This design comes from an exercise in tuning for small area on the open sky130 flow, not from production work. In this exercise RTL edits were held to simulation tests only and were not proved equivalent to the original. Power figures rest on the tool's default switching activity, not on a simulated workload.

**flow/config.mk**
```make
export PLATFORM = sky130hd
export DESIGN_NAME = hub75_rx
export DESIGN_NICKNAME = hub75_rx
export VERILOG_FILES = /design/flow/design.v
export SDC_FILE = /design/flow/constraint.sdc
export NUM_CORES = 4
export LEC_CHECK = 0
export CAP_MARGIN = 20
export CORE_MARGIN = 2
export CORE_UTILIZATION = 40
export SLEW_MARGIN = 20
```
**flow/constraint.sdc**
```tcl
create_clock -name core_clock -period 6.0 [get_ports {clk}]
set_input_delay 1.2000 -clock core_clock [delete_from_list [all_inputs] [get_ports {clk}]]
set_output_delay 1.2000 -clock core_clock [all_outputs]
set_load 0.01 [all_outputs]
```
**flow/design.v**
```verilog
package hub75_pkg;
  localparam int COLS      = 64;
  localparam int ROW_BITS  = 4;
  localparam int PIX_BITS  = 6;
  localparam int COL_BITS  = 6;
  localparam int ADDR_BITS = ROW_BITS + COL_BITS;
  localparam int CNT_BITS  = 7;
  localparam int LC_BITS   = 16;
  localparam int BUS_W     = 1 + ROW_BITS + PIX_BITS;
  localparam logic [CNT_BITS-1:0] CNT_FULL = 7'd64;
  localparam logic [CNT_BITS-1:0] CNT_MAX  = 7'd127;
  localparam logic [COL_BITS-1:0] COL_LAST = 6'd63;
  localparam int RGB_R0 = 5;
  localparam int RGB_G0 = 4;
  localparam int RGB_B0 = 3;
  localparam int RGB_R1 = 2;
  localparam int RGB_G1 = 1;
  localparam int RGB_B1 = 0;
  typedef enum logic [1:0] {
    ST_IDLE,
    ST_DUMP,
    ST_DONE
  } dump_state_e;
endpackage
module hub75_edge_sync #(
  parameter int STAGES = 2
) (
  input  logic clk,
  input  logic rst,
  input  logic din,
  output logic rise
);
  logic [STAGES-1:0] sync_q, sync_d;
  logic              dly_q, dly_d;
  always_comb begin
    sync_d = {sync_q[STAGES-2:0], din};
    dly_d  = sync_q[STAGES-1];
  end
  always_ff @(posedge clk or posedge rst) begin
    if (rst) begin
      sync_q <= '0;
      dly_q  <= 1'b0;
    end else begin
      sync_q <= sync_d;
      dly_q  <= dly_d;
    end
  end
  assign rise = sync_q[STAGES-1] & ~dly_q;
endmodule
module hub75_rx #(
  parameter int SYNC_STAGES = 2
) (
  input  logic        clk,
  input  logic        rst,
  input  logic        hub_clk,
  input  logic [5:0]  hub_rgb,
  input  logic [3:0]  hub_addr,
  input  logic        hub_lat,
  input  logic        hub_oe,
  output logic        wr_valid,
  input  logic        wr_ready,
  output logic [9:0]  wr_addr,
  output logic [5:0]  wr_data,
  output logic        line_done,
  output logic        len_err,
  output logic        overrun,
  output logic        lit,
  output logic [15:0] line_count
);
  logic clk_rise;
  logic lat_rise;
  logic [SYNC_STAGES:0][hub75_pkg::BUS_W-1:0] bus_q, bus_d;
  logic [hub75_pkg::BUS_W-1:0]                bus_s;
  logic [hub75_pkg::PIX_BITS-1:0]             rgb_s;
  logic [hub75_pkg::ROW_BITS-1:0]             addr_s;
  logic                            oe_s;
  logic [hub75_pkg::COLS-1:0][hub75_pkg::PIX_BITS-1:0] sr_q, sr_d;
  logic [hub75_pkg::COLS-1:0][hub75_pkg::PIX_BITS-1:0] dbuf_q, dbuf_d;
  logic [hub75_pkg::CNT_BITS-1:0]           cnt_q, cnt_d, cnt_inc;
  logic [hub75_pkg::ROW_BITS-1:0]           row_q, row_d;
  logic [hub75_pkg::COL_BITS-1:0]           col_q, col_d;
  logic [hub75_pkg::LC_BITS-1:0]            lc_q, lc_d;
  hub75_pkg::dump_state_e        state_q, state_d;
  logic len_err_q, len_err_d;
  logic overrun_q, overrun_d;
  logic lit_q, lit_d;
  logic valid_c, done_c;
  hub75_edge_sync #(.STAGES(SYNC_STAGES)) u_clk_sync (
    .clk  (clk),
    .rst  (rst),
    .din  (hub_clk),
    .rise (clk_rise)
  );
  hub75_edge_sync #(.STAGES(SYNC_STAGES)) u_lat_sync (
    .clk  (clk),
    .rst  (rst),
    .din  (hub_lat),
    .rise (lat_rise)
  );
  assign bus_s  = bus_q[SYNC_STAGES];
  assign rgb_s  = bus_s[hub75_pkg::PIX_BITS-1:0];
  assign addr_s = bus_s[hub75_pkg::PIX_BITS +: hub75_pkg::ROW_BITS];
  assign oe_s   = bus_s[hub75_pkg::BUS_W-1];
  always_comb begin
    bus_d = {bus_q[SYNC_STAGES-1:0],
             {hub_oe, hub_addr, hub_rgb}};
    lit_d = ~oe_s;
    sr_d    = sr_q;
    cnt_inc = cnt_q;
    if (clk_rise) begin
      sr_d = {sr_q[hub75_pkg::COLS-2:0], rgb_s};
      if (cnt_q != hub75_pkg::CNT_MAX) cnt_inc = cnt_q + 1'b1;
    end
    cnt_d = cnt_inc;
    dbuf_d    = dbuf_q;
    row_d     = row_q;
    len_err_d = len_err_q;
    overrun_d = overrun_q;
    if (lat_rise) begin
      cnt_d = '0;
      if (state_q == hub75_pkg::ST_IDLE) begin
        dbuf_d = sr_d;
        row_d  = addr_s;
        if (cnt_inc != hub75_pkg::CNT_FULL) len_err_d = 1'b1;
      end else begin
        overrun_d = 1'b1;
      end
    end
    state_d = state_q;
    col_d   = col_q;
    lc_d    = lc_q;
    valid_c = 1'b0;
    done_c  = 1'b0;
    case (state_q)
      hub75_pkg::ST_IDLE: begin
        if (lat_rise) begin
          state_d = hub75_pkg::ST_DUMP;
          col_d   = '0;
        end
      end
      hub75_pkg::ST_DUMP: begin
        valid_c = 1'b1;
        if (wr_ready) begin
          col_d = col_q + 1'b1;
          if (col_q == hub75_pkg::COL_LAST) state_d = hub75_pkg::ST_DONE;
        end
      end
      hub75_pkg::ST_DONE: begin
        done_c  = 1'b1;
        lc_d    = lc_q + 1'b1;
        state_d = hub75_pkg::ST_IDLE;
      end
      default: state_d = hub75_pkg::ST_IDLE;
    endcase
  end
  always_ff @(posedge clk or posedge rst) begin
    if (rst) begin
      bus_q     <= '0;
      sr_q      <= '0;
      dbuf_q    <= '0;
      cnt_q     <= '0;
      row_q     <= '0;
      col_q     <= '0;
      lc_q      <= '0;
      state_q   <= hub75_pkg::ST_IDLE;
      len_err_q <= 1'b0;
      overrun_q <= 1'b0;
      lit_q     <= 1'b0;
    end else begin
      bus_q     <= bus_d;
      sr_q      <= sr_d;
      dbuf_q    <= dbuf_d;
      cnt_q     <= cnt_d;
      row_q     <= row_d;
      col_q     <= col_d;
      lc_q      <= lc_d;
      state_q   <= state_d;
      len_err_q <= len_err_d;
      overrun_q <= overrun_d;
      lit_q     <= lit_d;
    end
  end
  assign wr_valid    = valid_c;
  assign wr_addr     = {row_q, col_q};
  assign wr_data     = dbuf_q[col_q];
  assign line_done   = done_c;
  assign len_err     = len_err_q;
  assign overrun     = overrun_q;
  assign lit         = lit_q;
  assign line_count  = lc_q;
endmodule
```
**flow/run.sh**
```bash
#!/bin/bash
# synth_recipe.tcl (not shown) runs the flow's synth.tcl, then flattens the netlist and writes it again
# the make line also repeats each setting of config.mk as NAME=value (left out here)
make -C /OpenROAD-flow-scripts/flow DESIGN_CONFIG=/design/flow/config.mk WORK_HOME=/design/flow/orfs CLKGATE_MAP_FILE= SYNTH_SCRIPT=/design/flow/synth_recipe.tcl finish
```
==> results of run 1 <==
area by class of cell:
cell class / instances / area (µm²)
fillers: 7937 / 46400
clock inverters: 23 / 303
repair buffers: 89 / 961
well taps: 1144 / 1430
multi-input cells: 2255 / 12000
flip-flops and latches: 845 / 21200
inverters: 5 / 22.5
clock buffers: 134 / 2620
stage by stage:
step,util (%),hold WS [ns]
after floorplan,-,0.331
after global placement,41.9,0.332
after detailed placement,41.9,0.335
after CTS,45.3,0.348
after global routing,45.3,0.351
final,45.3,0.344
worst register-to-register path: stages, from the launching register on:
cell	delay, ns
dfrtp_1	0.41
nor2b_4	0.68
buf_4	0.87
nand2_1	0.29
a31oi_1	0.22
flip-flops by register name (all words and copies together) (netlist names):
| signal | count |
|---|---|
| dbuf_q | 384 |
| sr_q | 384 |
| lit_q | 1 |
| u_clk_sync.dly_q | 1 |
| overrun_q | 1 |
| u_lat_sync.dly_q | 1 |
| u_clk_sync.sync_q | 2 |
| cnt_q | 7 |
| len_err_q | 1 |
| lc_q | 16 |
| u_lat_sync.sync_q | 2 |
| col_q | 6 |
| state_q | 2 |
| row_q | 4 |
| bus_q | 33 |
layer usage:
layer  vias to the layer above  global-route usage (%)
li1                      11200                       -
met1                     11400                    24.4
met2                       336                    26.9
met3                       117                    2.49
met4                         0                    4.96
met5                         -                       0
where the power goes:
group | switching [mW] | total (mW) | internal, mW
clock network | 2.29 | 5.45 | 3.16
registers | 1.12 | 8.07 | 6.96
logic | 1.58 | 3.29 | 1.70
total | 4.99 | 16.8 | 11.8
synth_stat cells (4+ instances only):
library cell / n / area [µm²]
o21ai_0: 6 / 30.0
nor3_1: 4 / 20.0
a31oi_1: 388 / 2430
xor2_1: 10 / 87.6
a221o_1: 5 / 50.1
a211oi_1: 12 / 90.1
buf_1: 16 / 60.1
nand2_1: 1185 / 4450
dfrtp_1: 845 / 21100
buf_6: 10 / 113
nand2b_1: 5 / 31.3
xnor2_1: 13 / 114
nand4_1: 10 / 62.6
mux4_2: 80 / 1800
nand3_1: 6 / 30.0
o41ai_1: 5 / 43.8
mux2i_1: 22 / 220
or3_1: 4 / 25.0
inv_1: 5 / 18.8
a21oi_1: 7 / 35.0
clkbuf_1: 97 / 364
mux4_1: 11 / 289
buf_2: 82 / 410
nor2_1: 413 / 1550
o22a_1: 5 / 43.8
a2111oi_0: 6 / 52.6
nor2b_1: 11 / 68.8
mux2_2: 11 / 124
o221ai_1: 6 / 52.6
o22ai_1: 8 / 50.1
buf_4: 5 / 37.5
worst min path at each step:
stage                                endpoint  cells past startpoint           startpoint
after floorplan           bus_q[11]$_DFF_PP0_                      0   bus_q[0]$_DFF_PP0_
after global placement    bus_q[29]$_DFF_PP0_                      0  bus_q[18]$_DFF_PP0_
after detailed placement  bus_q[13]$_DFF_PP0_                      0   bus_q[2]$_DFF_PP0_
after CTS                 bus_q[26]$_DFF_PP0_                      0  bus_q[15]$_DFF_PP0_
after global routing      bus_q[13]$_DFF_PP0_                      0   bus_q[2]$_DFF_PP0_
final                     bus_q[29]$_DFF_PP0_                      0  bus_q[18]$_DFF_PP0_
cell families (layout without fill, tap and decap cells):
logic type | after synthesis | after routing | share of synthesized area [%]
simple gates | 1650 | 1650 | 18.5
buf+inv | 216 | 251 | 2.99
flops | 845 | 845 | 62.0
mux | 124 | 124 | 7.14
compound gates | 455 | 455 | 8.63
fa+ha+maj | 3 | 3 | 0.110
xor+xnor | 23 | 23 | 0.591
==> run summary, run 1 <==
- Syn. warnings: 2
- First-pass GRT wire length: 121 mm
- Post-synthesis cell count: 3316
- Ant diodes: 0
- Vias in the first global route: 22600
- Kind of start point of the critical path: flip-flop
- Post-Syn Nets: 3335
- DIE HEIGHT: 296 µm
- Core Footprint: 84900 µm²
- IO Pins: 53
- Drc violations: 0
- Dpl cells: 4338
- Leakage dissipation: 19.0 nW
- Routability congestion estimate: 0.779
- Worst R2R End: dbuf_q[195]$_DFFE_PP0P_
- PostCTS Resize Cnt: 0
- Synthesized area per cell: 10.3 µm²
- CP startpoint: col_q[1]$_DFFE_PP0P_
- Met2 Wirelength: 33.8 mm
- Worst-path cell chain: mux4_2, mux2i_1, a211oi_1, a21oi_1, o41ai_1, clkdlybuf4s50_1
- Initial antenna violation count: 0
- Via-per-instance ratio: 5.13
- Clock transition at path regs: 0.06 ns
- Cell row count: 107
- Hold buffers post-CTS: 0
- Crit path DAT: 4.19 ns
- Distinct cells, synth: 46
- Dominant synthesized flop cell: dfrtp_1
- CTS H-tree depth: 3
- DR iter-0 viols: 1788
- Drt wl/cell: 16.2 µm
- Asr flop ratio synth: 100%
- Max FO, Critical Path: 57
- Peak supply drop: 0.215 mV
- CTS tree: done
- Root Buffer: clkbuf_16
- Post-placement cell area: 35500 µm²
- Pin count of the biggest net entering global routing: 226
- EDFF count, synth: 0
- Final nets: 3304
- Clock skew: 0.0308 ns
- Tmin final: 5.39 ns
- Most frequent cells in the layout: 1185 x nand2_1, 841 x dfrtp_1, 413 x nor2_1
- GRT overflow: 0
- Clk latency of the worst-skew pair: 0.65 ns
- Buf/Inv on CP: 1
- Commonest non-fill, non-tap cell in the layout: nand2_1
- Worst slew margin: 27.8%
- Clk sink count: 845
- Critical path endpoint category: primary output
- Register bit total from synthesis: 845
- WP depth: 6
- Post-route setup slack: 0.605 ns
- Fin. Hold Viols: 0
- Final Slew Violations: 0
- Full die area: 87600 µm²
- Non-Filler Cell Area, Final: 38500 µm²
- Total Neg Setup Slack: 0 ns
- Mapped cell area: 34100 µm²
- Max Root-Sink Buffers: 3
- Die width: 296 µm
- Worst slack, placed: 1.14 ns
- Pwr/cell area: 437 nW/µm²
- Metal-1 WL: 34.5 mm
- Max-Cap Viols: 0
- Cts bufs inserted: 89
- Slowest CP cell: dfrtp_4
- Worst min-delay path category: reg2reg
- Post-synthesis sequential area ratio: 62.0%
- Fin crit share: 89.9%
- Remaining antenna violation count: 0
- Fmax: 185 MHz
- Postcts setup bufs: 0
- Critical Path End: wr_data[3]
- Req. time, crit path: 4.80 ns
- Initial Utilization: 40.2%
- Hpwl dp: 43.4 mm
- Share of layout cells above drive strength 1: 8.21%
- Pwr Total: 16.8 mW
- Worst stage delay on the critical path: 1.08 ns
- FF-to-FF setup slack: 3.44 ns
- Top Metal Used: met4
- Final instance count without filler cells: 4495
- # port buffers: 52
- Area Growth Syn to Fin: 12.8%
- Drt first pass iters: 8
- Worst Tran Pin Value: 1.07 ns
- RSZ-0062 raised after global routing: false
- Routed wire length: 72.6 mm
- Routed vias: 23000
- R2r worst-path depth: 4
- Outcome: no timing/DRC/antenna violations
- Worst r2r src: u_clk_sync.sync_q[1]$_DFF_PP0_
- Final setup vio count: 0
- Wire length on met3: 2.77 mm
- Critical path's top delay family: compound AO/OA/AOI/OAI gates
- Setup CP Type: reg2out
- Total GRT Usage: 17.0%
==> run 2: changes to the inputs <==
==> flow/design.v (replaced) <==
package hub75_pkg;
  localparam int COLS      = 64;
  localparam int ROW_BITS  = 4;
  localparam int PIX_BITS  = 6;
  localparam int COL_BITS  = 6;
  localparam int CNT_BITS  = 7;
  localparam int LC_BITS   = 16;
  localparam logic [CNT_BITS-1:0] CNT_FULL = 7'd64;
  localparam logic [CNT_BITS-1:0] CNT_MAX  = 7'd127;
  localparam logic [COL_BITS-1:0] COL_LAST = 6'd63;
endpackage
module hub75_edge_sync (
  input  logic clk,
  input  logic rst,
  input  logic din,
  output logic q0,
  output logic q1
);
  always_ff @(posedge clk or posedge rst) begin
    if (rst) begin
      q0 <= 1'b0;
      q1 <= 1'b0;
    end else begin
      q0 <= din;
      q1 <= q0;
    end
  end
endmodule
module hub75_rx (
  input  logic        clk,
  input  logic        rst,
  input  logic        hub_clk,
  input  logic [5:0]  hub_rgb,
  input  logic [3:0]  hub_addr,
  input  logic        hub_lat,
  input  logic        hub_oe,
  output logic        wr_valid,
  input  logic        wr_ready,
  output logic [9:0]  wr_addr,
  output logic [5:0]  wr_data,
  output logic        line_done,
  output logic        len_err,
  output logic        overrun,
  output logic        lit,
  output logic [15:0] line_count
);
  logic cs0, cs1;             
  logic ls0, ls1;             
  logic lat_q;                
  logic [5:0] rgb_h;          
  logic [3:0] addr_h, addr_d; 
  logic [2:0] oe_q;
  logic       lit_q;
  logic [63:0][5:0] sr_q;
  logic [63:0][5:0] dbuf_q;
  logic [6:0] fill_q, snap_fill_q;
  logic [6:0] cnt_q;
  logic [3:0] row_q;
  logic [5:0] col_q;
  logic [15:0] lc_q;
  logic dump_q, done_q;
  logic len_err_q, overrun_q;
  logic shift;
  hub75_edge_sync u_clk_sync (.clk(clk), .rst(rst), .din(hub_clk), .q0(cs0), .q1(cs1));
  hub75_edge_sync u_lat_sync (.clk(clk), .rst(rst), .din(hub_lat), .q0(ls0), .q1(ls1));
  assign shift = cs0 & ~cs1;
  always_ff @(posedge clk or posedge rst) begin
    if (rst) begin
      lat_q     <= 1'b0;
      rgb_h     <= '0;
      addr_h    <= '0;
      oe_q      <= '0;
      lit_q     <= 1'b0;
      fill_q    <= '0;
      cnt_q     <= '0;
      lc_q      <= '0;
      dump_q    <= 1'b0;
      done_q    <= 1'b0;
      len_err_q <= 1'b0;
      overrun_q <= 1'b0;
    end else begin
      lat_q  <= ls0 & ~ls1;
      if (!hub_clk) rgb_h  <= hub_rgb;
      if (!hub_lat) addr_h <= hub_addr;
      oe_q   <= {oe_q[1:0], hub_oe};
      lit_q  <= ~oe_q[2];
      if (shift && !fill_q[6]) fill_q <= fill_q + 1'b1;
      if (lat_q)
        cnt_q <= {6'd0, shift};
      else if (shift && cnt_q != hub75_pkg::CNT_MAX)
        cnt_q <= cnt_q + 1'b1;
      if (lat_q) begin
        if (dump_q || done_q) overrun_q <= 1'b1;
        else if (cnt_q != hub75_pkg::CNT_FULL) len_err_q <= 1'b1;
      end
      done_q <= 1'b0;
      if (done_q) lc_q <= lc_q + 1'b1;
      if (!dump_q && !done_q) begin
        if (lat_q) dump_q <= 1'b1;
      end else if (dump_q && wr_ready && col_q == hub75_pkg::COL_LAST) begin
        dump_q <= 1'b0;
        done_q <= 1'b1;
      end
    end
  end
  always_ff @(posedge clk) begin
    addr_d <= addr_h;
    if (shift) sr_q <= {sr_q[62:0], rgb_h};
    if (lat_q && !dump_q && !done_q) begin
      dbuf_q      <= sr_q;
      row_q       <= addr_d;
      snap_fill_q <= fill_q;
      col_q       <= '0;
    end else if (dump_q && wr_ready) begin
      col_q <= col_q + 1'b1;
    end
  end
  assign wr_valid   = dump_q;
  assign wr_addr    = {row_q, col_q};
  assign wr_data    = (snap_fill_q[6] || col_q < snap_fill_q[5:0]) ? dbuf_q[col_q] : 6'd0;
  assign line_done  = done_q;
  assign len_err    = len_err_q;
  assign overrun    = overrun_q;
  assign lit        = lit_q;
  assign line_count = lc_q;
endmodule
--- a/flow/config.mk
+++ b/flow/config.mk
@@ -8,4 +8,7 @@
 export CAP_MARGIN = 20
 export CORE_MARGIN = 2
 export CORE_UTILIZATION = 40
+export CTS_BUF_LIST = sky130_fd_sc_hd__clkbuf_16
+export CTS_CLUSTER_DIAMETER = 50
+export CTS_CLUSTER_SIZE = 30
 export SLEW_MARGIN = 20
==> run 2 against run 1 <==
Net effect: largest power group unchanged; register-to-register slack got worse by 0.16 ns; largest cell class unchanged; sequential share of layout area increased by 21 points; clock power decreased by 27%; global-route usage decreased by 4.5 points; final area decreased by 15%; flip-flop and latch count decreased by 3; die area decreased by 14%; combinational power decreased by about 30%; synthesized cell count decreased by 62%; critical path depth increased by 1; setup slack improved by 0.33 ns; sequential power decreased by 11%.
==> run summary, run 2 <==
- Post-Syn Nets: 1279
- NetSw: 3.70 mW
- Drc violations: 0
- Hpwl dp: 26.1 mm
- Share of the synthesized area in the top cell type: 80.2%
- Total GRT Usage: 12.4%
- PostCTS Resize Cnt: 0
- Final nets: 1367
- Fin crit share: 84.5%
- Worst min-delay path category: reg2reg
- Clock skew: 0.0215 ns
- Routed vias: 11700
- Met1 Track Usage GR: 18.6%
- Mapped cell area: 29200 µm²
- GRT overflow: 0
- Gr busiest metal: met2
- Most numerous cell in the Yosys netlist: edfxtp_1
- Die width: 274 µm
- R2r worst-path depth: 3
- Pin count of the biggest net entering global routing: 179
- Remaining antenna violation count: 0
- Clock power share: 29.4%
- Final Slew Violations: 0
- Tmin final: 5.07 ns
- Drt wl/cell: 19.9 µm
- Pwr/cell area: 411 nW/µm²
- DR iter-0 viols: 1071
- Initial Utilization: 40.2%
- # port buffers: 52
- Final setup vio count: 0
- Clk latency of the worst-skew pair: 0.63 ns
- FF-to-FF setup slack: 3.28 ns
- Core Footprint: 72600 µm²
- EDFF count, synth: 779
- Max Root-Sink Buffers: 3
- Hold Path Sink: oe_q[1]$_DFF_PP0_
- CP startpoint: col_q[0]$_SDFFE_PP0P_
- Grt met3 use: 2.46%
- Commonest non-fill, non-tap cell in the layout: edfxtp_1
- Critical path endpoint category: primary output
- Fmax: 197 MHz
- Initial antenna violation count: 1
- Req. time, crit path: 4.80 ns
- Syn. warnings: 2
- Worst r2r src: lat_q$_DFF_PP0_
- Peak supply drop: 0.281 mV
- Most frequent cells in the layout: 779 x edfxtp_1, 91 x mux4_2, 53 x clkbuf_16
- Ant diodes: 0
- Root Buffer: clkbuf_16
- Clk sink count: 842
- Share of layout cells above drive strength 1: 16.8%
- Pwr Total: 13.5 mW
- Worst Tran Pin Value: 1.06 ns
- Sequential power share: 53.6%
- Full die area: 75100 µm²
- Largest registers: dbuf_q (384), sr_q (384), lc_q (16)
- Fin. Hold Viols: 0
- Distinct cells, synth: 51
- Max-Cap Viols: 0
- Buf/Inv on CP: 2
- Sw frac: 27.5%
- Combinational Power Share: 17.1%
- Routed wire length: 46.6 mm
- Worst Min Path Start: oe_q[0]$_DFF_PP0_
- Clock transition at path regs: 0.09 ns
- Worst stage delay on the critical path: 0.81 ns
- Commonest cells post-synth: 779 x edfxtp_1, 91 x mux4_2, 53 x dfrtp_1
- Kind of start point of the critical path: flip-flop
- RSZ-0062 raised after global routing: false
- First-pass GRT wire length: 72.1 mm
- Worst slew margin: 29.2%
- DIE HEIGHT: 274 µm
- Via-per-instance ratio: 5.01
- Synth top area cells: edfxtp_1 80%, mux4_2 7.0%, dfrtp_1 4.5%
- Dominant synthesized flop cell: edfxtp_1
- Postcts setup bufs: 0
- Setup CP Type: reg2out
- CTS H-tree depth: 2
- Met2 Resource Use GR: 18.8%
- IO Pins: 53
- Hold path depth: 0
- Synthesized area per cell: 23.3 µm²
- Worst R2R End: dbuf_q[57]$_DFFE_PP_
- Crit path DAT: 3.87 ns
- Cell row count: 99
- Routability congestion estimate: 0.712
- Critical path's top delay family: compound AO/OA/AOI/OAI gates
- Internal: 9.78 mW
- Worst-path cell chain: buf_4, mux2_2, a221oi_1, a22oi_1, o21ai_0, a21boi_0, clkdlybuf4s50_1
- Hold buffers post-CTS: 0
- CTS tree: done
- Max FO, Critical Path: 35
- Outcome: no timing/DRC/antenna violations
- Asr flop ratio synth: 6.29%
- Drt first pass iters: 5
- Area Growth Syn to Fin: 12.4%
- Slowest CP cell: dfxtp_4
- Yosys top cell by area: edfxtp_1
- Leakage dissipation: 10.6 nW
- Vias in the first global route: 12000
- Cts bufs inserted: 52
- Post-synthesis cell count: 1253
- Register bit total from synthesis: 842
- Post-synthesis sequential area ratio: 85.4%
- Min Hold Slack: 0.363 ns
==> run 2: cell types whose count changed after synthesis, moves of 81 or more <==
| cell | before | now |
|---|---|---|
| a31oi_1 | 388 | 4 |
| clkbuf_1 | 97 | 16 |
| dfrtp_1 | 845 | 53 |
| edfxtp_1 | 0 | 779 |
| nand2_1 | 1185 | 25 |
| nor2_1 | 413 | 21 |
==> run 2: how the worst max path moves through the flow <==
stage | to | slack (ns) | cells past startpoint
6_report | wr_data[4] | 0.93 | 7
3_5_place_dp | wr_data[4] | 1.45 | 7
4_1_cts | wr_data[4] | 0.75 | 7
3_3_place_gp | wr_data[4] | 1.42 | 7
5_1_grt | wr_data[4] | 0.57 | 7
2_1_floorplan | dump_q$_DFFE_PP0P_ | -5.20 | 2
==> run 2: power by group through the flow <==
stage,Combinational [mW],Clock (mW),Sequential [mW]
floorplan,1.72,0,7.16
global placement,2.32,0,7.35
detailed placement,2.33,0,7.38
CTS,2.35,4.09,7.25
global route,2.48,4.29,7.30
finish,2.30,3.96,7.22
==> run 2: final cells by class <==
| class | instances | area, µm² |
|---|---|---|
| Inverter | 16 | 65.1 |
| Tap cell | 959 | 1200 |
| Sequential cell | 842 | 24900 |
| Fill cell | 6044 | 39800 |
| Multi-Input combinational cell | 353 | 3980 |
| Timing Repair Buffer | 76 | 763 |
| Clock inverter | 45 | 531 |
| Clock buffer | 53 | 1330 |
==> run 2: routing by layer <==
| layer | part of all wire, % | vias up |
|---|---|---|
| met4 | 1.7 | 2 |
| met2 | 46 | 200 |
| li1 | - | 5276 |
| met1 | 48 | 6199 |
| met3 | 4.4 | 55 |
| met5 | 0.034 | - |
==> run 2: kinds of logic after synthesis <==
| logic type | after synthesis | share of synthesized area [%] |
|---|---|---|
| AO/OA/AOI/OAI | 63 | 1.54 |
| XOR/XNOR | 29 | 0.871 |
| adder cells (fa/ha/maj) | 10 | 0.429 |
| buffers and inverters | 58 | 0.970 |
| flip-flops | 842 | 85.4 |
| multiplexers | 140 | 8.77 |
| AND/OR/NAND/NOR | 111 | 1.97 |
==> run 2: per-stage QoR <==
step / area [µm²] / TNS [ns] / worst slack [ns] / utilization [%] / cells
after floorplan: 29200 / -2321.23 / -5.20 / - / 1253
after global placement: 30900 / 0 / 1.42 / 42.6 / 2246
final: 32800 / 0 / 0.930 / 45.2 / 2344
after CTS: 32800 / 0 / 0.755 / 45.2 / 2344
after global routing: 32800 / 0 / 0.571 / 45.2 / 2344
after detailed placement: 30900 / 0 / 1.45 / 42.6 / 2246
==> run 3: changes to the inputs <==
--- a/flow/config.mk
+++ b/flow/config.mk
@@ -9,6 +9,6 @@
 export CORE_MARGIN = 2
 export CORE_UTILIZATION = 40
 export CTS_BUF_LIST = sky130_fd_sc_hd__clkbuf_16
-export CTS_CLUSTER_DIAMETER = 50
-export CTS_CLUSTER_SIZE = 30
+export CTS_CLUSTER_DIAMETER = 60
+export CTS_CLUSTER_SIZE = 40
 export SLEW_MARGIN = 20
==> run 3 against run 2 <==
Net effect: still clean; register-to-register slack lost 0.04 ns; synthesized area is the same; first-iteration DRC count shrank 0.84%; sequential share of layout area grew 0.68 points; critical path depth is the same; final area shrank 0.89%; core utilization shrank 0.40 points; clock-buffer cell count shrank 8; power shrank 3.1%; sequential power is essentially flat; critical path type unchanged; critical endpoint unchanged; largest power group unchanged.
==> run summary, run 3 <==
- Outcome: no timing/DRC/antenna violations
- Final Util: 44.8%
- Most frequent cells in the layout: 779 x edfxtp_1, 91 x mux4_2, 52 x dfrtp_1, 52 x clkdlybuf4s50_1, 45 x clkbuf_16
- Grt met3 use: 2.22%
- Routed wire length: 46.3 mm
- Commonest cells post-synth: 779 x edfxtp_1, 91 x mux4_2, 53 x dfrtp_1
- Core Footprint: 72600 µm²
- Setup CP Type: reg2out
- Final setup vio count: 0
- Via-per-instance ratio: 5.05
- Register bit total from synthesis: 842
- Full die area: 75100 µm²
- Gr busiest metal: met2
- Worst Tran Pin Value: 1.12 ns
- Worst stage delay on the critical path: 0.81 ns
- Tmin final: 5.10 ns
- Post-synthesis sequential area ratio: 85.4%
- CTS H-tree depth: 2
- Max FO, Critical Path: 35
- Clock skew: 0.0307 ns
- Cts bufs inserted: 42
- CTS tree: done
- Pwr/cell area: 402 nW/µm²
- Worst-path cell chain: buf_4, mux2_2, a221oi_1, a22oi_1, o21ai_0, a21boi_0, clkdlybuf4s50_1
- GRT overflow: 0
- Share of layout cells above drive strength 1: 15.6%
- Max-Cap Viols: 0
- Drc violations: 0
- DR iter-0 viols: 1062
- Kind of start point of the critical path: flip-flop
- Crit path DAT: 3.90 ns
- Met1 Track Usage GR: 18.3%
- Critical path's top delay family: compound AO/OA/AOI/OAI gates
- Clk sink count: 842
- Postcts setup bufs: 0
- Drt first pass iters: 5
- Hold path depth: 0
- Routability congestion estimate: 0.712
- Total Neg Setup Slack: 0 ns
- Fmax: 196 MHz
- Vias in the first global route: 11900
- Leakage dissipation: 10.4 nW
- Routed vias: 11700
- WP depth: 7
- Mapped cell area: 29200 µm²
- Ant diodes: 0
- Synth top area cells: edfxtp_1 80%, mux4_2 7.0%, dfrtp_1 4.5%
- DIE HEIGHT: 274 µm
- Largest registers: dbuf_q (384), sr_q (384), lc_q (16)
- Synthesized area per cell: 23.3 µm²
- Total GRT Usage: 12.2%
- RSZ-0062 raised after global routing: false
- IO Pins: 53
- Yosys top cell by area: edfxtp_1
- Dominant synthesized flop cell: edfxtp_1
- Cell row count: 99
- Distinct cells, synth: 51
- Critical path endpoint category: primary output
- Slowest CP cell: dfxtp_4
- Drt wl/cell: 19.9 µm
- Initial antenna violation count: 1
- Max Root-Sink Buffers: 3
- Worst min-delay path category: reg2reg
- Clk latency of the worst-skew pair: 0.60 ns
- # port buffers: 52
- Pwr Total: 13.1 mW
- Post-Syn Nets: 1279
- Buf/Inv on CP: 2
- Area Growth Syn to Fin: 11.4%
- Clock transition at path regs: 0.11 ns
- Hold buffers post-CTS: 0
- Pin count of the biggest net entering global routing: 179
- Die width: 274 µm
- Root Buffer: clkbuf_16
- Syn. warnings: 2
- Fin crit share: 85.0%
- Remaining antenna violation count: 0
- Asr flop ratio synth: 6.29%
- EDFF count, synth: 779
- Post-synthesis cell count: 1253
- Peak supply drop: 0.227 mV
- Req. time, crit path: 4.80 ns
- First-pass GRT wire length: 71.2 mm
- Most numerous cell in the Yosys netlist: edfxtp_1
- PostCTS Resize Cnt: 0
- Hpwl dp: 26.1 mm
- Final Slew Violations: 0
- Fin. Hold Viols: 0
- Final nets: 1357
- Commonest non-fill, non-tap cell in the layout: edfxtp_1
- Initial Utilization: 40.2%
- Worst slew margin: 25.2%
- Met2 Resource Use GR: 18.6%
- R2r worst-path depth: 3
- Share of the synthesized area in the top cell type: 80.2%
run 3: cell counts after synthesis:
Identical to the previous run, type by type.
run 3: area by class of cell:
cell class | instances | area [µm²]
sequential | 842 | 24900
clock buffer | 45 | 1130
tap | 959 | 1200
inverter | 16 | 65.1
clock inverter | 32 | 438
timing repair buffer | 76 | 763
multi-input combinational | 353 | 3980
fill | 6055 | 40100
run 3: worst register-to-register path: cells and delay by family, from the launching register on:
| kind | cells | cell delay, ns |
|---|---|---|
| buffers and inverters | 2 | 1.49 |
| flip-flops | 1 | 0.54 |
| AND/OR/NAND/NOR | 1 | 0.35 |
run 3: where the power goes:
part	internal [mW]	switching [mW]	total [mW]	leakage, nW
Combinational	1.14	1.15	2.29	1.75
Clock	1.58	1.96	3.54	0.753
Sequential	6.81	0.409	7.22	7.92
Total	9.54	3.52	13.1	10.4
run 3: final timing paths:
| check | startpoint | to | slack, ns |
|---|---|---|---|
| setup / recovery | col_q[0]$_SDFFE_PP0P_ | wr_data[4] | 0.90 |
| hold / removal | oe_q[0]$_DFF_PP0_ | oe_q[1]$_DFF_PP0_ | 0.37 |
| setup reg to reg | lat_q$_DFF_PP0_ | dbuf_q[81]$_DFFE_PP_ | 3.24 |
| hold reg to reg | oe_q[0]$_DFF_PP0_ | oe_q[1]$_DFF_PP0_ | 0.37 |
| max in group asynchronous | rst | dump_q$_DFFE_PP0P_ | 4.30 |
| min in group asynchronous | rst | lc_q[8]$_DFFE_PP0P_ | 1.09 |
run 3: cell families after synthesis:
group | share of synthesized area (%)
compound gates | 1.54
xor+xnor | 0.871
fa+ha+maj | 0.429
buf+inv | 0.970
flops | 85.4
mux | 8.77
simple gates | 1.97
run 3: metal layers:
layer  routed length (µm)  part of all wire [%]
met1                22300                    48
met2                21200                    46
met3                 1890                   4.1
met4                  880                   1.9
met5                   16                 0.035
run 3: stage by stage:
stage | worst slack [ns] | instances | area [µm²] | hold WS, ns
floorplan | -5.20 | 1253 | 29200 | 0.331
global placement | 1.42 | 2246 | 30900 | 0.340
detailed placement | 1.45 | 2246 | 30900 | 0.348
CTS | 0.761 | 2323 | 32500 | 0.372
global route | 0.575 | 2323 | 32500 | 0.373
finish | 0.903 | 2323 | 32500 | 0.366
==> run 4: changes to the inputs <==
--- a/flow/config.mk
+++ b/flow/config.mk
@@ -8,7 +8,4 @@
 export CAP_MARGIN = 20
 export CORE_MARGIN = 2
 export CORE_UTILIZATION = 40
-export CTS_BUF_LIST = sky130_fd_sc_hd__clkbuf_16
-export CTS_CLUSTER_DIAMETER = 60
-export CTS_CLUSTER_SIZE = 40
 export SLEW_MARGIN = 20
==> run 4 against run 3 <==
Net effect: core utilization rose by 1.4 points; clock-buffer cell count rose by 52; setup slack improved by 0.0090 ns; clock power rose by 38%; largest cell class unchanged.
==> run summary, run 4 <==
- Kind of start point of the critical path: flip-flop
- Share of layout cells above drive strength 1: 17.2%
- CTS H-tree depth: 3
- Max-Cap Viols: 0
- Most numerous cell in the Yosys netlist: edfxtp_1
- EDFF count, synth: 779
- Cts bufs inserted: 79
- Core Footprint: 72600 µm²
- Distinct cells, synth: 51
- RSZ-0062 raised after global routing: false
- DR iter-0 viols: 1151
- Crit path DAT: 3.89 ns
- Final setup vio count: 0
- Routed wire length: 47.2 mm
- DIE HEIGHT: 274 µm
- Via-per-instance ratio: 5.02
- CTS tree: done
- Fmax: 197 MHz
- Post-Syn Nets: 1279
- Max FO, Critical Path: 35
- Initial antenna violation count: 1
- Drc violations: 0
- Final Util: 46.1%
- Final nets: 1394
- Most frequent cells in the layout: 779 x edfxtp_1, 91 x mux4_2, 84 x clkbuf_16
- Mapped cell area: 29200 µm²
- Dpl cells: 2246
- Share of the synthesized area in the top cell type: 80.2%
- First-pass GRT wire length: 72.8 mm
- Synth top area cells: edfxtp_1 80%, mux4_2 7.0%, dfrtp_1 4.5%
- Register bit total from synthesis: 842
- Post-synthesis cell count: 1253
- Internal: 10.8 mW
- Clock skew: 0.0175 ns
- Cell row count: 99
- Drt wl/cell: 19.8 µm
- Clk latency of the worst-skew pair: 0.62 ns
- Clock power share: 33.9%
- Pwr/cell area: 431 nW/µm²
- Area Growth Syn to Fin: 14.8%
- Fin crit share: 84.8%
- Dominant synthesized flop cell: edfxtp_1
- IO Pins: 53
- Peak supply drop: 0.245 mV
- Critical path endpoint category: primary output
- Yosys top cell by area: edfxtp_1
- Initial Utilization: 40.2%
- Syn. warnings: 2
- Postcts setup bufs: 0
- Hold buffers post-CTS: 0
- Sequential power share: 50.2%
- PostCTS Resize Cnt: 0
- Tmin final: 5.09 ns
- Commonest cells post-synth: 779 x edfxtp_1, 91 x mux4_2, 53 x dfrtp_1
- Pwr Total: 14.4 mW
- GRT overflow: 0
- Commonest non-fill, non-tap cell in the layout: edfxtp_1
- Post-synthesis sequential area ratio: 85.4%
- Max Root-Sink Buffers: 3
- # port buffers: 52
- Worst min-delay path category: reg2reg
- Outcome: no timing/DRC/antenna violations
- Die width: 274 µm
- Routed vias: 12000
- NetSw: 3.61 mW
- Drt first pass iters: 5
- Final instance count without filler cells: 2388
- Setup CP Type: reg2out
- Routability congestion estimate: 0.712
- Asr flop ratio synth: 6.29%
- Combinational Power Share: 15.9%
- Ant diodes: 0
- Full die area: 75100 µm²
- Worst slew margin: 28.9%
- Total GRT Usage: 12.6%
- Clock transition at path regs: 0.06 ns
- Largest registers: dbuf_q (384), sr_q (384), lc_q (16)
- Sw frac: 25.0%
- Clk sink count: 842
- Remaining antenna violation count: 0
- Leakage dissipation: 10.9 nW
- Worst Tran Pin Value: 1.07 ns
- Root Buffer: clkbuf_16
- Vias in the first global route: 12300
- Fin. Hold Viols: 0
- Final Slew Violations: 0
- Synthesized area per cell: 23.3 µm²
- Req. time, crit path: 4.80 ns
- Pin count of the biggest net entering global routing: 179
- Hpwl dp: 26.1 mm
==> run 4: cell counts after synthesis <==
No cell type changed its count.
==> run 4: path summary, 6_finish.rpt <==
kind | end | from | cells past startpoint | slack (ns)
min in group asynchronous | lc_q[1]$_DFFE_PP0P_ | rst | 2 | 1.09
min | oe_q[2]$_DFF_PP0_ | oe_q[1]$_DFF_PP0_ | 0 | 0.36
min reg2reg | oe_q[2]$_DFF_PP0_ | oe_q[1]$_DFF_PP0_ | 0 | 0.36
max | wr_data[4] | col_q[0]$_SDFFE_PP0P_ | 7 | 0.91
max reg2reg | snap_fill_q[0]$_DFFE_PP_ | lat_q$_DFF_PP0_ | 3 | 3.19
max in group asynchronous | dump_q$_DFFE_PP0P_ | rst | 2 | 4.32
==> run 4: power by group through the flow <==
stage / Clock [mW] / Combinational (mW) / Sequential [mW]
6_report: 4.88 / 2.30 / 7.23
5_1_grt: 5.22 / 2.48 / 7.30
4_1_cts: 5.02 / 2.35 / 7.26
3_5_place_dp: 0 / 2.33 / 7.38
3_3_place_gp: 0 / 2.32 / 7.35
2_1_floorplan: 0 / 1.72 / 7.16
==> run 4: kinds of logic (layout without fill, tap and decap cells) <==
| kind of cell | Yosys count | in the layout | synth area share, % |
|---|---|---|---|
| XOR/XNOR | 29 | 29 | 0.871 |
| flip-flops | 842 | 842 | 85.4 |
| AND/OR/NAND/NOR | 111 | 111 | 1.97 |
| AO/OA/AOI/OAI | 63 | 63 | 1.54 |
| buffers and inverters | 58 | 234 | 0.970 |
| adder cells (fa/ha/maj) | 10 | 10 | 0.429 |
| multiplexers | 140 | 140 | 8.77 |
==> run 4: critical path: stages (launching register included) <==
cell	delay [ns]
dfxtp_4	0.79
buf_4	0.42
mux2_2	0.37
a221oi_1	0.39
a22oi_1	0.14
o21ai_0	0.28
a21boi_0	0.29
clkdlybuf4s50_1	0.56
==> run 4: cell type report <==
class                   count  area, µm²
flip-flops and latches    842      24900
well taps                 959       1200
repair buffers             76        763
multi-input cells         353       3980
inverters                  16       65.1
clock buffers              97       2150
fillers                  5976      39100
clock inverters            45        394
==> run 4: per-stage QoR <==
step           TNS (ns)  hold WS, ns  instance area, µm²  worst slack (ns)
3_3_place_gp          0        0.340               30900              1.42
6_report              0        0.355               33500             0.912
5_1_grt               0        0.366               33500             0.581
4_1_cts               0        0.366               33500             0.763
2_1_floorplan  -2321.23        0.331               29200             -5.20
3_5_place_dp          0        0.348               30900              1.45
==> run 4: routing by layer <==
metal  part of all wire (%)  wire [µm]  vias to the layer above  track usage, %
met2                     46      21500                      257            18.7
met4                    2.0        948                        2            3.73
li1                       -          -                     5326               -
met5                  0.034         16                        -               0
met3                    5.2       2440                       77            3.37
met1                     47      22300                     6319            18.4
==> run 5: changes to the inputs <==
--- a/flow/config.mk
+++ b/flow/config.mk
@@ -8,4 +8,7 @@
 export CAP_MARGIN = 20
 export CORE_MARGIN = 2
 export CORE_UTILIZATION = 40
+export CTS_BUF_LIST = sky130_fd_sc_hd__clkbuf_8
+export CTS_CLUSTER_DIAMETER = 40
+export CTS_CLUSTER_SIZE = 20
 export SLEW_MARGIN = 20
==> run 5 against run 4 <==
Net effect: still clean; flip-flop and latch count unchanged; first-iteration DRC count down 0.78%; clock-buffer cell count down 7; sequential power about the same; clock skew up 0.0077 ns; synthesized area unchanged; die area unchanged; critical endpoint unchanged; largest power group unchanged.
==> run summary, run 5 <==
- Clock transition at path regs: 0.10 ns
- Post-synthesis cell count: 1253
- Drt first pass iters: 5
- Cell row count: 99
- Fmax: 192 MHz
- Worst-path cell chain: buf_4, mux2_2, a221oi_1, a22oi_1, o21ai_0, a21boi_0, clkdlybuf4s50_1
- Kind of start point of the critical path: flip-flop
- Initial Utilization: 40.2%
- Worst slew margin: 24.5%
- Most frequent cells in the layout: 779 x edfxtp_1, 91 x mux4_2, 90 x clkbuf_8
- Max Root-Sink Buffers: 3
- Share of the synthesized area in the top cell type: 80.2%
- Worst min-delay path category: reg2reg
- Cts bufs inserted: 86
- Clock skew: 0.0252 ns
- Hpwl dp: 26.1 mm
- Commonest non-fill, non-tap cell in the layout: edfxtp_1
- Distinct cells, synth: 51
- Total GRT Usage: 12.7%
- Max-Cap Viols: 0
- Req. time, crit path: 4.80 ns
- Asr flop ratio synth: 6.29%
- Yosys top cell by area: edfxtp_1
- Fin crit share: 86.8%
- Buf/Inv on CP: 2
- Routability congestion estimate: 0.712
- GRT overflow: 0
- DIE HEIGHT: 274 µm
- Critical path endpoint category: primary output
- Post-synthesis sequential area ratio: 85.4%
- Leakage dissipation: 10.7 nW
- Via-per-instance ratio: 4.96
- First-pass GRT wire length: 73.0 mm
- Postcts setup bufs: 0
- Full die area: 75100 µm²
- Setup CP Type: reg2out
- Synthesized area per cell: 23.3 µm²
- Drc violations: 0
- Tmin final: 5.21 ns
- Pin count of the biggest net entering global routing: 179
- Initial antenna violation count: 2
- Routed vias: 11900
- Mapped cell area: 29200 µm²
- Core Footprint: 72600 µm²
- Worst Tran Pin Value: 1.13 ns
- Worst R2R End: dbuf_q[81]$_DFFE_PP_
- Register bit total from synthesis: 842
- Final Slew Violations: 0
- FF-to-FF setup slack: 3.13 ns
- Vias in the first global route: 12300
- Crit path DAT: 4.01 ns
- Peak supply drop: 0.229 mV
- PostCTS Resize Cnt: 0
- Syn. warnings: 2
- Worst stage delay on the critical path: 0.81 ns
- Dominant synthesized flop cell: edfxtp_1
- Hold path depth: 0
- Most numerous cell in the Yosys netlist: edfxtp_1
- Fin. Hold Viols: 0
- Die width: 274 µm
- R2r worst-path depth: 3
- Clk sink count: 842
- IO Pins: 53
- Largest registers: dbuf_q (384), sr_q (384), lc_q (16)
- CTS tree: done
- Critical path's top delay family: compound AO/OA/AOI/OAI gates
- Final nets: 1401
- Filler cells: 6047
- Clk latency of the worst-skew pair: 0.70 ns
- Post-Syn Nets: 1279
- Root Buffer: clkbuf_8
- Max FO, Critical Path: 35
- Worst Min Path Start: oe_q[1]$_DFF_PP0_
- Synth top area cells: edfxtp_1 80%, mux4_2 7.0%, dfrtp_1 4.5%
- Drt wl/cell: 19.7 µm
- Outcome: no timing/DRC/antenna violations
- Final setup vio count: 0
- Hold Path Sink: oe_q[2]$_DFF_PP0_
- Slowest CP cell: dfxtp_4
- Area Growth Syn to Fin: 13.0%
- CTS H-tree depth: 3
- Commonest cells post-synth: 779 x edfxtp_1, 91 x mux4_2, 53 x dfrtp_1
- DR iter-0 viols: 1142
- Share of layout cells above drive strength 1: 20.0%
- # port buffers: 52
- Routed wire length: 47.5 mm
- Min Hold Slack: 0.366 ns
- Remaining antenna violation count: 0
- Hold buffers post-CTS: 0
- Pwr/cell area: 413 nW/µm²
- Pwr Total: 13.6 mW
- EDFF count, synth: 779
- Worst r2r src: lat_q$_DFF_PP0_
- RSZ-0062 raised after global routing: false
run 5: changes by cell type in the layout (fill, tap and decap cells not counted):
cell,before,now
diode_2,0,1
clkbuf_16,84,0
clkinv_2,14,5
clkinv_8,1,3
clkbuf_1,13,0
clkbuf_8,0,90
inv_1,14,17
clkinv_4,0,4
inv_8,0,9
clkinv_1,21,6
bufinv_16,7,8
inv_6,1,19
clkinvlp_4,3,12
inv_12,0,4
run 5: metal layers:
layer / routed length [µm] / vias up / part of all wire, % / GRT usage, %
li1: - / 5360 / - / -
met1: 22600 / 6237 / 48 / 18.6
met3: 2280 / 95 / 4.8 / 3.11
met4: 1030 / 2 / 2.2 / 4.05
met5: 16 / - / 0.034 / 0
met2: 21600 / 252 / 45 / 18.7
run 5: worst register-to-register path: stages, from the launching register on:
cell	delay [ns]
dfrtp_1	0.54
nor3b_4	0.36
buf_12	0.56
buf_4	1.00
run 5: report_power, final:
part | switching [mW] | internal, mW
Clock | 2.21 | 1.90
Combinational | 1.16 | 1.14
Sequential | 0.412 | 6.81
run 5: cell type report:
type	count	area (µm²)	area share (%)
Sequential cell	842	24900	75.6
Multi-Input combinational cell	353	3980	12.1
Clock buffer	90	1240	3.76
Tap cell	959	1200	3.64
Clock inverter	71	793	2.41
Timing Repair Buffer	76	763	2.31
Inverter	16	65.1	0.197
Antenna cell	1	2.50	0.00759
run 5: metrics by stage:
stage / instance area, µm² / setup slack (ns) / instances / util (%) / setup TNS, ns
2_1_floorplan: 29200 / -5.20 / 1253 / - / -2321.23
3_3_place_gp: 30900 / 1.42 / 2246 / 42.6 / 0
3_5_place_dp: 30900 / 1.45 / 2246 / 42.6 / 0
4_1_cts: 33000 / 0.638 / 2407 / 45.4 / 0
5_1_grt: 33000 / 0.454 / 2408 / 45.4 / 0
6_report: 33000 / 0.792 / 2408 / 45.4 / 0
run 5: cell families (layout without fill, tap and decap cells):
kind of cell             count (synthesis)  in the layout  share of synthesized area, %
buffers and inverters                   58            253                         0.970
other                                    0              1                             0
XOR/XNOR                                29             29                         0.871
adder cells (fa/ha/maj)                 10             10                         0.429
AO/OA/AOI/OAI                           63             63                          1.54
flip-flops                             842            842                          85.4
AND/OR/NAND/NOR                        111            111                          1.97
multiplexers                           140            140                          8.77
run 5: worst max-delay path by stage:
stage | to | depth (start not counted) | from | slack, ns
2_1_floorplan | dump_q$_DFFE_PP0P_ | 2 | dump_q$_DFFE_PP0P_ | -5.20
3_3_place_gp | wr_data[4] | 7 | col_q[0]$_SDFFE_PP0P_ | 1.42
3_5_place_dp | wr_data[4] | 7 | col_q[0]$_SDFFE_PP0P_ | 1.45
4_1_cts | wr_data[4] | 7 | col_q[0]$_SDFFE_PP0P_ | 0.64
5_1_grt | wr_data[4] | 7 | col_q[0]$_SDFFE_PP0P_ | 0.45
6_report | wr_data[4] | 7 | col_q[0]$_SDFFE_PP0P_ | 0.79
==> run 6: changes to the inputs <==
==> flow/flow/run.sh (new file) <==
#!/bin/bash
# Standard ORFS layout with a leaner clock tree (no CTS dummy loads) and
# minimum-size port buffers. Synthesis is the standard synthesis.
set -euo pipefail
export CTS_ARGS="-sink_clustering_enable -repair_clock_nets -dont_use_dummy_load -buf_list sky130_fd_sc_hd__clkbuf_16 -sink_clustering_size 40 -sink_clustering_max_diameter 60"
export BUFFER_PORTS_ARGS="-buffer_cell sky130_fd_sc_hd__buf_1"
bash standard.sh synth > synth.log 2>&1
bash standard.sh finish > layout.log 2>&1
==> flow/standard.sh (new file) <==
#!/bin/bash
# synth_recipe.tcl (not shown) runs the flow's synth.tcl, then flattens the netlist and writes it again
# the make line also repeats each setting of config.mk as NAME=value (left out here)
make -C /OpenROAD-flow-scripts/flow DESIGN_CONFIG=/design/flow/config.mk WORK_HOME=/design/flow/orfs CLKGATE_MAP_FILE= SYNTH_SCRIPT=/design/flow/synth_recipe.tcl "${@:-finish}"
--- a/flow/config.mk
+++ b/flow/config.mk
@@ -8,7 +8,7 @@
 export CAP_MARGIN = 20
 export CORE_MARGIN = 2
 export CORE_UTILIZATION = 40
-export CTS_BUF_LIST = sky130_fd_sc_hd__clkbuf_8
-export CTS_CLUSTER_DIAMETER = 40
-export CTS_CLUSTER_SIZE = 20
+export CTS_BUF_LIST = sky130_fd_sc_hd__clkbuf_16
+export CTS_CLUSTER_DIAMETER = 60
+export CTS_CLUSTER_SIZE = 40
 export SLEW_MARGIN = 20
removed: flow/run.sh
==> run 6 against run 5 <==
Net effect: via count shrank 3.4%; clock power shrank about 30%; hold slack lost 0.012 ns; combinational power shrank 3%; final area shrank 3.9%; flip-flop and latch count is the same; sequential share of layout area grew 3.1 points; critical endpoint is now wr_data[0].
==> run summary, run 6 <==
- Outcome: no timing/DRC/antenna violations
- Clk sink count: 842
- Post-route setup slack: 1.25 ns
- Max FO, Critical Path: 53
- R2r worst-path depth: 4
- Via-per-instance ratio: 5.05
- CP startpoint: col_q[2]$_SDFFE_PP0P_
- Mapped cell area: 29200 µm²
- Critical path endpoint category: primary output
- PostCTS Resize Cnt: 0
- Final instance count without filler cells: 2284
- Most numerous cell in the Yosys netlist: edfxtp_1
- Remaining antenna violation count: 0
- Dpl cells: 2240
- Pwr Total: 12.3 mW
- Pin count of the biggest net entering global routing: 205
- Register bit total from synthesis: 842
- Worst stage delay on the critical path: 0.96 ns
- CTS tree: done
- Worst min-delay path category: reg2reg
- Kind of start point of the critical path: flip-flop
- Synthesized area per cell: 23.3 µm²
- IO Pins: 53
- Commonest non-fill, non-tap cell in the layout: edfxtp_1
- Initial antenna violation count: 1
- Initial Utilization: 40.2%
- Area Growth Syn to Fin: 8.63%
- Postcts setup bufs: 0
- Post-synthesis cell count: 1253
- Pwr/cell area: 387 nW/µm²
- Clock skew: 0.0523 ns
- Worst Min Path Start: u_clk_sync.q0$_DFF_PP0_
- Total GRT Usage: 12.0%
- CTS H-tree depth: 2
- Hold path depth: 0
- Commonest cells post-synth: 779 x edfxtp_1, 91 x mux4_2, 53 x dfrtp_1
- GRT overflow: 0
- Clk latency of the worst-skew pair: 0.60 ns
- # port buffers: 52
- Full die area: 75100 µm²
- Final Slew Violations: 0
- Tmin final: 4.75 ns
- Filler cells: 6165
- Cell row count: 99
- Post-Syn Nets: 1279
- DR iter-0 viols: 1109
- Leakage dissipation: 10.1 nW
- Worst-path cell chain: buf_4, mux4_2, o2bb2ai_1, o21ai_0, o22ai_1, and3_1, buf_1
- Distinct cells, synth: 51
- Vias in the first global route: 11800
- Final nets: 1353
- Worst slack, placed: 1.85 ns
- Share of layout cells above drive strength 1: 13.3%
- Crit path DAT: 3.55 ns
- Worst r2r src: u_clk_sync.q1$_DFF_PP0_
- Final setup vio count: 0
- Clock transition at path regs: 0.11 ns
- Total Neg Setup Slack: 0 ns
- Buf/Inv on CP: 2
- Critical path's top delay family: flip-flops
- RSZ-0062 raised after global routing: false
- Core Footprint: 72600 µm²
- DIE HEIGHT: 274 µm
- Root Buffer: clkbuf_16
- Fin. Hold Viols: 0
- Ant diodes: 0
- EDFF count, synth: 779
- Drt wl/cell: 19.9 µm
- Syn. warnings: 2
- Routability congestion estimate: 0.734
- Routed wire length: 45.3 mm
- Max-Cap Viols: 0
- Yosys top cell by area: edfxtp_1
- Worst slew margin: 27.7%
- Hpwl dp: 24.7 mm
- Min Hold Slack: 0.354 ns
- Fmax: 211 MHz
- Setup CP Type: reg2out
- Synth top area cells: edfxtp_1 80%, mux4_2 7.0%, dfrtp_1 4.5%
- Post-synthesis sequential area ratio: 85.4%
- Share of the synthesized area in the top cell type: 80.2%
- Worst Tran Pin Value: 1.08 ns
- Routed vias: 11500
- Most frequent cells in the layout: 779 x edfxtp_1, 91 x mux4_2, 52 x dfrtp_1, 52 x buf_1, 42 x clkbuf_16
- Asr flop ratio synth: 6.29%
- Die width: 274 µm
- Drc violations: 0
- Dominant synthesized flop cell: edfxtp_1
- Cts bufs inserted: 42
- Fin crit share: 79.1%
- First-pass GRT wire length: 70.1 mm
- Hold buffers post-CTS: 0
- WP depth: 7
- Largest registers: dbuf_q (384), sr_q (384), lc_q (16)
- Req. time, crit path: 4.80 ns
- Max Root-Sink Buffers: 3
- Peak supply drop: 0.265 mV
- Slowest CP cell: dfxtp_4
- Drt first pass iters: 7
run 6: per-layer routing:
layer / wire [µm] / track usage [%] / vias up
met5: 13 / 0 / -
met4: 808 / 2.96 / 2
met3: 1980 / 2.17 / 59
met2: 21000 / 18.7 / 224
met1: 21500 / 17.7 / 6067
li1: - / - / 5189
run 6: cells by family after synthesis:
logic type      after synthesis  share of synthesized area, %
mux                         140                          8.77
xor+xnor                     29                         0.871
compound gates               63                          1.54
flops                       842                          85.4
fa+ha+maj                    10                         0.429
simple gates                111                          1.97
buf+inv                      58                         0.970
run 6: final timing paths:
check	endpoint	slack [ns]
worst max-delay path	wr_data[0]	1.25
min in group asynchronous	lc_q[7]$_DFFE_PP0P_	0.75
worst max register to register	sr_q[282]$_DFFE_PP_	3.10
max in group asynchronous	dump_q$_DFFE_PP0P_	4.75
worst min-delay path	u_clk_sync.q1$_DFF_PP0_	0.35
worst min register to register	u_clk_sync.q1$_DFF_PP0_	0.35
run 6: through the flow:
stage	util (%)	cell area, µm²
3_3_place_gp	42.1	30600
3_5_place_dp	42.1	30600
5_1_grt	43.6	31700
4_1_cts	43.6	31600
6_report	43.6	31700
2_1_floorplan	-	29200
run 6: power breakdown:
group          internal (mW)  total [mW]  switching (mW)
Combinational           1.03        2.22            1.19
Clock                   1.25        2.89            1.64
Sequential              6.81        7.15           0.342
Total                   9.09        12.3            3.17
run 6: final cells by class:
class | count | area, µm² | area share, %
sequential | 842 | 24900 | 78.7
multi-input combinational | 353 | 3980 | 12.5
tap | 959 | 1200 | 3.79
clock buffer | 42 | 1050 | 3.32
timing repair buffer | 72 | 460 | 1.45
inverter | 16 | 63.8 | 0.201
==> run 7: changes to the inputs <==
--- a/flow/design.v
+++ b/flow/design.v
@@ -117,10 +117,31 @@
   end
   assign wr_valid   = dump_q;
   assign wr_addr    = {row_q, col_q};
-  assign wr_data    = (snap_fill_q[6] || col_q < snap_fill_q[5:0]) ? dbuf_q[col_q] : 6'd0;
+  logic [63:0] col_sel;
+  logic [5:0]  rd;
+  hub75_coldec u_dec (.col(col_q), .sel(col_sel));
+  hub75_rdmux  u_rd  (.sel(col_sel), .d(dbuf_q), .q(rd));
+  assign wr_data    = (snap_fill_q[6] || col_q < snap_fill_q[5:0]) ? rd : 6'd0;
   assign line_done  = done_q;
   assign len_err    = len_err_q;
   assign overrun    = overrun_q;
   assign lit        = lit_q;
   assign line_count = lc_q;
 endmodule
+module hub75_coldec (
+  input  logic [5:0]  col,
+  output logic [63:0] sel
+);
+  always_comb
+    for (int i = 0; i < 64; i++) sel[i] = (col == 6'(i));
+endmodule
+module hub75_rdmux (
+  input  logic [63:0]       sel,
+  input  logic [63:0][5:0]  d,
+  output logic [5:0]        q
+);
+  always_comb begin
+    q = '0;
+    for (int i = 0; i < 64; i++) q = q | (d[i] & {6{sel[i]}});
+  end
+endmodule
==> flow/flow/run.sh (replaced) <==
#!/bin/bash
# Standard ORFS layout with a leaner clock tree (no CTS dummy loads) and
# minimum-size port buffers. Synthesis is the standard synthesis.
set -euo pipefail
export CTS_ARGS="-sink_clustering_enable -repair_clock_nets -dont_use_dummy_load -buf_list sky130_fd_sc_hd__clkbuf_8 -sink_clustering_size 20 -sink_clustering_max_diameter 40"
export BUFFER_PORTS_ARGS="-buffer_cell sky130_fd_sc_hd__buf_1"
bash standard.sh synth > synth.log 2>&1
bash standard.sh finish > layout.log 2>&1
--- a/flow/config.mk
+++ b/flow/config.mk
@@ -8,7 +8,8 @@
 export CAP_MARGIN = 20
 export CORE_MARGIN = 2
 export CORE_UTILIZATION = 40
-export CTS_BUF_LIST = sky130_fd_sc_hd__clkbuf_16
-export CTS_CLUSTER_DIAMETER = 60
-export CTS_CLUSTER_SIZE = 40
+export CTS_BUF_LIST = sky130_fd_sc_hd__clkbuf_8
+export CTS_CLUSTER_DIAMETER = 40
+export CTS_CLUSTER_SIZE = 20
 export SLEW_MARGIN = 20
+export SYNTH_HIERARCHICAL = 1
==> run 7 against run 6 <==
Net effect: synthesized cell count increased by 5.5%; register-to-register slack better by 0.41 ns; cell count grew 5.9%; synthesized area is 2.6% lower; clock skew up 0.050 ns; non-clock buffer count is 7 lower; power down 7.1%; highest routed layer is now met4; largest cell class unchanged; clock-buffer cell count increased by 61; still clean; final area down 1.2%; die area is 2.6% lower; sequential share of layout area is 0.93 points higher.
==> run summary, run 7 <==
- Outcome: no timing/DRC/antenna violations
- Hold Path Sink: oe_q[2]$_DFF_PP0_
- Final nets: 1503
- Pwr/cell area: 364 nW/µm²
- Critical path's top delay family: simple AND/OR/NAND/NOR gates
- Wire length on met3: 5.62 mm
- # port buffers: 52
- Fmax: 191 MHz
- Total GRT Usage: 17.5%
- Setup CP Type: reg2out
- Core Footprint: 70100 µm²
- Worst R2R End: dbuf_q[204]$_DFFE_PP_
- Root Buffer: clkbuf_8
- Dominant synthesized flop cell: edfxtp_1
- CTS H-tree depth: 3
- Full die area: 73200 µm²
- EDFF count, synth: 779
- Leakage dissipation: 9.97 nW
- Commonest non-fill, non-tap cell in the layout: edfxtp_1
- PostCTS Resize Cnt: 0
- Worst Min Path Start: oe_q[1]$_DFF_PP0_
- Largest registers: dbuf_q (384), sr_q (384), lc_q (16)
- Vias in the first global route: 13600
- Routed vias: 13700
- Pin count of the biggest net entering global routing: 181
- Clk latency of the worst-skew pair: 0.73 ns
- Clk sink count: 842
- Initial antenna violation count: 2
- DIE HEIGHT: 270 µm
- Worst r2r src: lat_q$_DFF_PP0_
- Syn. warnings: 10
- Drt wl/cell: 27.0 µm
- Commonest cells post-synth: 779 x edfxtp_1, 95 x a221oi_1, 95 x a22o_1
- Worst Tran Pin Value: 1.12 ns
- Max FO, Critical Path: 16
- Post-synthesis sequential area ratio: 87.7%
- Kind of start point of the critical path: flip-flop
- Clock transition at path regs: 0.06 ns
- Post-synthesis cell count: 1322
- Most frequent cells in the layout: 779 x edfxtp_1, 103 x clkbuf_8, 95 x a22o_1, 95 x a221oi_1, 80 x nor2_1
- Most numerous cell in the Yosys netlist: edfxtp_1
- Worst-path cell chain: nand2b_1, nor2_1, a22o_1, a221oi_1, nand4_1, or4_1, and2_1, buf_1
- Synth top area cells: edfxtp_1 82%, dfrtp_1 4.7%, a221oi_1 2.9%
- Dpl cells: 2312
- Distinct cells, synth: 51
- Post-Syn Nets: 1348
- Yosys top cell by area: edfxtp_1
- Hold path depth: 0
- R2r worst-path depth: 3
- Hpwl dp: 43.3 mm
- Via-per-instance ratio: 5.69
- RSZ-0062 raised after global routing: false
- Top Metal Used: met4
- Max-Cap Viols: 0
- IO Pins: 53
- Synthesized area per cell: 21.5 µm²
- DR iter-0 viols: 1992
- Critical path endpoint category: primary output
- Routability congestion estimate: 0.953
- Share of layout cells above drive strength 1: 9.83%
- Final setup vio count: 0
- Cell row count: 97
- Buf/Inv on CP: 1
- Crit path DAT: 4.04 ns
- GRT overflow: 0
- Worst min-delay path category: reg2reg
- CTS tree: done
- Fin crit share: 87.3%
- Tmin final: 5.24 ns
- Req. time, crit path: 4.80 ns
- Share of the synthesized area in the top cell type: 82.4%
- Worst stage delay on the critical path: 0.63 ns
- Drt first pass iters: 8
- Fin. Hold Viols: 0
- Slowest CP cell: or4_1
- Mapped cell area: 28400 µm²
- FF-to-FF setup slack: 3.51 ns
- Max Root-Sink Buffers: 3
- Final Slew Violations: 0
- Worst slew margin: 25.1%
- Die width: 270 µm
- Cts bufs inserted: 103
- Area Growth Syn to Fin: 10.2%
- Metal-1 WL: 26.3 mm
- Final instance count without filler cells: 2418
- Hold buffers post-CTS: 0
- Pwr Total: 11.4 mW
- Met2 Wirelength: 31.1 mm
- Peak supply drop: 0.217 mV
- Routed wire length: 65.2 mm
- Asr flop ratio synth: 6.29%
- Clock skew: 0.102 ns
- Final Util: 44.6%
- Drc violations: 0
- Register bit total from synthesis: 842
- First-pass GRT wire length: 92.4 mm
- Remaining antenna violation count: 0
- Min Hold Slack: 0.327 ns
- Initial Utilization: 40.5%
- Postcts setup bufs: 0
-- run 7: cell count changes in the layout (fill, tap and decap cells not counted), moves of 42 or more --
cell | previous run | this run
mux4_2 | 91 | 0
a22o_1 | 0 | 95
clkbuf_8 | 0 | 103
clkbuf_16 | 42 | 0
a221oi_1 | 1 | 95
nor2_1 | 21 | 80
-- run 7: power breakdown --
part,total (mW),switching (mW),leakage (nW),internal [mW]
registers,6.92,0.220,7.92,6.70
logic,1.16,0.782,1.32,0.378
clock network,3.32,1.81,0.741,1.51
-- run 7: kinds of logic (layout without fill, tap and decap cells) --
logic type,after synthesis,after routing,share of synthesized area [%]
compound gates,212,212,6.45
xor+xnor,26,26,0.802
fa+ha+maj,10,10,0.440
buf+inv,31,184,0.432
flops,842,842,87.7
mux,13,13,0.511
other cells,0,3,0
simple gates,188,188,3.64
-- run 7: routing by layer --
layer | track usage [%] | vias up
li1 | - | 5717
met1 | 23.8 | 7190
met2 | 28.0 | 688
met3 | 3.91 | 152
met4 | 6.14 | 0
met5 | 0 | -
-- run 7: per-module statistics from Yosys, one instance, submodules excluded --
module,cells inside,area [µm²],copies in the design
hub75_coldec,95,465,1
hub75_edge_sync,3,53.8,2
hub75_rdmux,222,1880,1
hub75_rx,999,25900,1
-- run 7: worst max path at each step --
stage / cells after the start / endpoint / slack [ns] / startpoint
6_report: 8 / wr_data[2] / 0.76 / col_q[1]$_SDFFE_PP0P_
2_1_floorplan: 3 / dump_q$_DFFE_PP0P_ / -4.60 / done_q$_DFF_PP0_
4_1_cts: 8 / wr_data[4] / 0.78 / col_q[1]$_SDFFE_PP0P_
3_5_place_dp: 8 / wr_data[4] / 1.57 / col_q[1]$_SDFFE_PP0P_
3_3_place_gp: 8 / wr_data[2] / 1.61 / col_q[1]$_SDFFE_PP0P_
5_1_grt: 8 / wr_data[2] / 0.54 / col_q[0]$_SDFFE_PP0P_
-- run 7: layout make-up --
class                      instances  area [µm²]
tap                              940        1180
sequential                       842       24900
fill                            6015       38900
clock buffer                     103        1420
timing repair buffer              65         330
multi-input combinational        449        3380
inverter                          16        65.1
antenna                            3        7.51
-- run 7: stage by stage --
stage	setup TNS (ns)	instance area [µm²]	setup slack, ns
after global routing	0	31300	0.545
after detailed placement	0	29900	1.57
final	0	31300	0.763
after floorplan	-2082.82	28400	-4.60
after global placement	0	29900	1.61
after CTS	0	31300	0.776

==> what the ideal ports hide <==
How much do the figures lean on ideal ports? The routed layouts below were timed once more, with nothing changed but the port constraints.
Step 1 (the two cells are an assumption about what drives the block):
set clk [get_ports {clk}]
set_driving_cell -lib_cell sky130_fd_sc_hd__clkbuf_16 $clk
set_driving_cell -lib_cell sky130_fd_sc_hd__buf_2 [delete_from_list [all_inputs] $clk]
Step 2 also shifts input and output timing later by t, the mid clock arrival at the registers, as if the neighbouring blocks saw the same clock.
a / b / c = ideal / step 1 / step 2; a / b = the first two.
run	t, ns	setup WS [ns]	hold WS [ns]	slew at the worst register clock pin (ns)	pins driven straight from the clock port
run 1	0.696	0.605 / 0.542 / 1.238	0.344 / 0.344 / 0.344	0.06 / 0.06	1
run 2	0.669	0.930 / 0.876 / 1.545	0.363 / 0.363 / 0.363	0.10 / 0.10	1
run 3	0.645	0.903 / 0.847 / 1.492	0.366 / 0.366 / 0.366	0.12 / 0.12	1
run 4	0.666	0.912 / 0.854 / 1.520	0.355 / 0.355 / 0.355	0.06 / 0.06	1
run 5	0.737	0.792 / 0.739 / 1.476	0.366 / 0.366 / 0.366	0.10 / 0.10	1
run 6	0.629	1.253 / 1.198 / 1.827	0.354 / 0.354 / 0.354	0.12 / 0.12	1
run 7	0.742	0.763 / 0.706 / 1.448	0.327 / 0.315 / 0.327	0.09 / 0.09	1
After both steps setup and hold are still met in every run listed.
